This is an optimization exercise on Yosys and OpenROAD, whose aim is small area, a short achievable clock period and few clock cycles, not a production implementation.
The RTL was checked by simulation tests, not by an equivalence proof against the original design.
Power figures rest on the tool's default switching activity, not on a simulated workload.

== v38 ==
==> module char_draw_top, before the edit <==
module char_draw_top #(
    parameter int SCREEN_W = 640,
    parameter int SCREEN_H = 480
) (
    input  logic                       clk,
    input  logic                       rst,
    input  char_draw_pkg::pixel_x_t    x,
    input  char_draw_pkg::pixel_y_t    y,
    input  char_draw_pkg::char_code_t  code,
    input  char_draw_pkg::glyph_size_t size,
    input  logic [1:0]                 mode,
    input  char_draw_pkg::color_id_t   idata_fg,
    input  char_draw_pkg::color_id_t   idata_bg,
    input  logic                       idata_vld,
    output logic                       odone,
    output char_draw_pkg::vga_addr_t   oaddr,
    output char_draw_pkg::color_id_t   odata,
    output logic                       owren
);
    char_draw_pkg::pixel_x_t      origin_x;
    char_draw_pkg::pixel_y_t      origin_y;
    char_draw_pkg::char_code_t    char_code;
    char_draw_pkg::glyph_size_t   glyph_size;
    char_draw_pkg::color_id_t     fg_color;
    char_draw_pkg::color_id_t     bg_color;
    logic        busy;        
    localparam int IW = 4;   
    localparam int IN = 3;   
    logic [IN-1:0] init;      
    logic [1:0]  nb_cy;       
    logic [11:0] base_a;      
    logic [11:0] base_b;      
    logic [11:0] base_c;      
    logic [4:0]  gidx;        
    logic [4:0]  gidx_d;
    logic        scan_vld;    
    logic        first_row;   
    logic        row_cy;      
    logic        lo_wrap;     
    logic [2:0]  hi_step;     
    logic [3:0]  hi_low;      
    logic [8:0]  hi_inc;      
    logic [11:0] hi_next;     
    logic [3:0]  sx;          
    logic [2:0]  col;         
    logic [3:0]  sy;          
    logic [3:0]  rrow;        
    logic [4:0]  gbits;       
    logic        s_rowstart;  
    logic        s_bit;       
    logic [4:0]  rom_bits;
    logic        accept;
    logic        row_end;
    logic        last_pix;
    assign accept   = idata_vld && !busy;
    always_comb begin
        if (!scan_vld)
            hi_step = 3'd0;
        else if (s_rowstart)
            hi_step = first_row ? 3'd0 : row_cy ? 3'd4 : 3'd5;
        else
            hi_step = {2'b00, lo_wrap};
    end
    assign hi_low    = {1'b0, oaddr[9:7]} + {1'b0, hi_step};
    assign hi_inc[0] = ~oaddr[10];
    for (genvar i = 1; i < 9; i++) begin : g_inc
        assign hi_inc[i] = oaddr[10+i] ^ (&oaddr[10+i-1:10]);
    end
    assign hi_next   = {hi_low[3] ? hi_inc : oaddr[18:10], hi_low[2:0]};
    logic [IW+1:0] chunk_sum [IN];
    logic [1:0]    cy_sel;
    always_comb begin
        cy_sel = 2'd0;
        for (int k = 0; k < IN; k++) begin
            chunk_sum[k] = (IW+2)'(base_a[IW*k +: IW]) + (IW+2)'(base_b[IW*k +: IW])
                         + (IW+2)'(base_c[IW*k +: IW]) + (IW+2)'(k == 0 ? 2'd0 : nb_cy);
            cy_sel = cy_sel | (init[k] ? chunk_sum[k][IW+1:IW] : 2'd0);
        end
    end
    assign base_a   = {1'b0, origin_y, 2'b00};
    assign base_b   = {3'b000, origin_y};
    assign base_c   = {9'd0, origin_x[9:7]};
    assign row_end  = (col == 3'd5) && (sx == 4'd0);
    assign last_pix = row_end && (sy == 4'd0) && (rrow == 4'd10);
    always_ff @(posedge clk) begin
        if (rst) begin
            origin_x  <= '0;
            origin_y  <= '0;
            char_code <= '0;
        end else if (accept && mode != 2'd1) begin
            origin_x  <= x;
            origin_y  <= y;
            char_code <= code;
        end
    end
    always_ff @(posedge clk) begin
        if (!busy) begin
            glyph_size <= size;
            fg_color   <= idata_fg;
            bg_color   <= idata_bg;
        end
    end
    always_ff @(posedge clk) begin
        if (rst) begin
            busy     <= 1'b0;
            init     <= '0;
            scan_vld <= 1'b0;
            owren    <= 1'b0;
            odone    <= 1'b0;
        end else begin
            init  <= {init[IN-2:0], accept && mode != 2'd0};
            owren <= scan_vld;
            odone <= scan_vld && last_pix;
            if (accept && mode != 2'd0)
                busy <= 1'b1;
            else if (scan_vld && last_pix)
                busy <= 1'b0;
            if (init[IN-1])
                scan_vld <= 1'b1;
            else if (last_pix)
                scan_vld <= 1'b0;
        end
    end
    glyph_enc u_glyph_enc (
        .char_code (char_code),
        .gidx      (gidx_d)
    );
    glyph_rom u_glyph_rom (
        .gidx (gidx),
        .row  (rrow),
        .bits (rom_bits)
    );
    always_ff @(posedge clk) begin
        gidx <= gidx_d;
    end
    always_ff @(posedge clk) begin
        if (init[IN-1]) begin
            sx         <= glyph_size;
            col        <= 3'd0;
            sy         <= glyph_size;
            rrow       <= 4'd0;
            gbits      <= 5'd0;
            s_rowstart <= 1'b1;
            s_bit      <= 1'b0;
        end else begin
            gbits      <= rom_bits;
            s_rowstart <= row_end;
            if (sx == 4'd0) begin
                sx <= glyph_size;
                if (row_end) begin
                    col   <= 3'd0;
                    s_bit <= 1'b0;
                    if (sy == 4'd0) begin
                        sy <= glyph_size;
                    end else begin
                        sy <= sy - 4'd1;
                    end
                end else begin
                    col   <= col + 3'd1;
                    s_bit <= gbits[3'd4 - col];
                    if (col == 3'd4 && sy == 4'd0)
                        rrow <= rrow + 4'd1;
                end
            end else begin
                sx <= sx - 4'd1;
            end
        end
    end
    always_ff @(posedge clk) begin
        nb_cy <= cy_sel;
        oaddr[18:7] <= hi_next;
        for (int k = 0; k < IN; k++) begin
            if (init[k])
                oaddr[7+IW*k +: IW] <= chunk_sum[k][IW-1:0];
        end
        if (scan_vld && s_rowstart) begin
            oaddr[6:0] <= origin_x[6:0];
            lo_wrap    <= origin_x[6:0] == 7'h7f;
        end else begin
            oaddr[6:0] <= oaddr[6:0] + 7'd1;
            lo_wrap    <= oaddr[6:0] == 7'h7e;
        end
        if (init[0])
            first_row <= 1'b1;
        else if (scan_vld && s_rowstart)
            first_row <= 1'b0;
        if (s_rowstart)
            row_cy <= 1'b0;
        else if (scan_vld && lo_wrap)
            row_cy <= 1'b1;
        odata <= s_bit ? fg_color : bg_color;
    end
endmodule
Settings: LEC_CHECK=0, ABC_AREA=1, CAP_MARGIN=20, CORE_MARGIN=2, CORE_UTILIZATION=40, CTS_BUF_LIST=sky130_fd_sc_hd__clkbuf_4 sky130_fd_sc_hd__clkbuf_8, SETUP_SLACK_MARGIN=3.0, SLEW_MARGIN=20, SYNTH_MEMORY_MAX_BITS=16384; clock period 5.0 ns.
standard.sh (not shown) runs the stock make flow with config.mk's settings and CLKGATE_MAP_FILE= SYNTH_SCRIPT=/design/flow/synth_recipe.tcl, a recipe that flattens the netlist after the stock synthesis.
==> flow/flow/run.sh <==
#!/bin/bash
# The standard layout, with plain buffers on the ports in place of the delay-cell
# buffers buffer_ports picks by default. Each tool's output goes to the ORFS logs
# under orfs/logs/; make's own output goes to make_finish.log here.
set -euo pipefail
export BUFFER_PORTS_ARGS="-buffer_cell sky130_fd_sc_hd__buf_1"
bash standard.sh finish > make_finish.log 2>&1
Testbench counts of v38, summed over its fixed seeds: cycles 175,420.
[inputs] v19 vs v38
diff --git a/flow/design.v b/flow/design.v
--- a/flow/design.v
+++ b/flow/design.v
@@ -675,11 +675,11 @@
     logic        first_row;   
     logic        row_cy;      
     logic        lo_wrap;     
     logic [2:0]  hi_step;     
     logic [3:0]  hi_low;      
-    logic [8:0]  hi_inc;      
+    logic [8:0]  hi_tog;      
     logic [11:0] hi_next;     
     logic [3:0]  sx;          
     logic [2:0]  col;         
     logic [3:0]  sy;          
     logic [3:0]  rrow;        
@@ -698,15 +698,15 @@
             hi_step = first_row ? 3'd0 : row_cy ? 3'd4 : 3'd5;
         else
             hi_step = {2'b00, lo_wrap};
     end
     assign hi_low    = {1'b0, oaddr[9:7]} + {1'b0, hi_step};
-    assign hi_inc[0] = ~oaddr[10];
-    for (genvar i = 1; i < 9; i++) begin : g_inc
-        assign hi_inc[i] = oaddr[10+i] ^ (&oaddr[10+i-1:10]);
+    assign hi_tog[0] = 1'b1;
+    for (genvar i = 1; i < 9; i++) begin : g_tog
+        assign hi_tog[i] = &oaddr[10+i-1:10];
     end
-    assign hi_next   = {hi_low[3] ? hi_inc : oaddr[18:10], hi_low[2:0]};
+    assign hi_next   = {oaddr[18:10] ^ (hi_tog & {9{hi_low[3]}}), hi_low[2:0]};
     logic [IW+1:0] chunk_sum [IN];
     logic [1:0]    cy_sel;
     always_comb begin
         cy_sel = 2'd0;
         for (int k = 0; k < IN; k++) begin
==> comparison <==
The sequential logic power in v19 sits about 5% above the value recorded for v38. Diff v38 -> v19 | violation count after the first detailed-route iteration | down slightly. v19 vs v38, class of the most critical setup path: register to register vs register to output pin. Looking at overall power of the completed layout, v19 sits 11% above v38. v19 ended up with a higher arrival time at the worst endpoint than v38 did. Of v19 and v38, the higher pin count of the biggest net entering global routing belongs to v19.
Testbench counts of v19, summed over its fixed seeds: cycles 175,420.

[static timing again, ports no longer ideal]
How much do the figures lean on ideal ports? The routed layouts below were timed once more, with nothing changed but the port constraints.
Step 1 sets driving cells, clkbuf_16 on the clock port and buf_2 on the other inputs (assumed; they add their load-dependent delay and slew).
Step 2 adds t to the input delays and takes it off the output delays; t is the mean of the earliest and latest rising clock arrival at the registers after step 1. Input paths then give back, and output paths get back, about the clock's delay inside the block.
Three values: no drivers, after step 1, after step 2; two values: the first two.
run | t, ns | setup slack, ns | slew at the worst register clock pin (ns) | worst slew at a driven data input, ns | cell pins on the clock port's net
v38 | 0.467 | 2.923 / 2.889 / 2.815 | 0.07 / 0.07 | 0.05 | 1
v19 | 0.467 | 3.045 / 3.018 / 2.800 | 0.07 / 0.07 | 0.05 | 1
After both steps every run listed still meets setup and hold. For v19, which loses most, drivers alone change the setup slack by -0.027 ns; drivers and shift together by -0.245 ns.
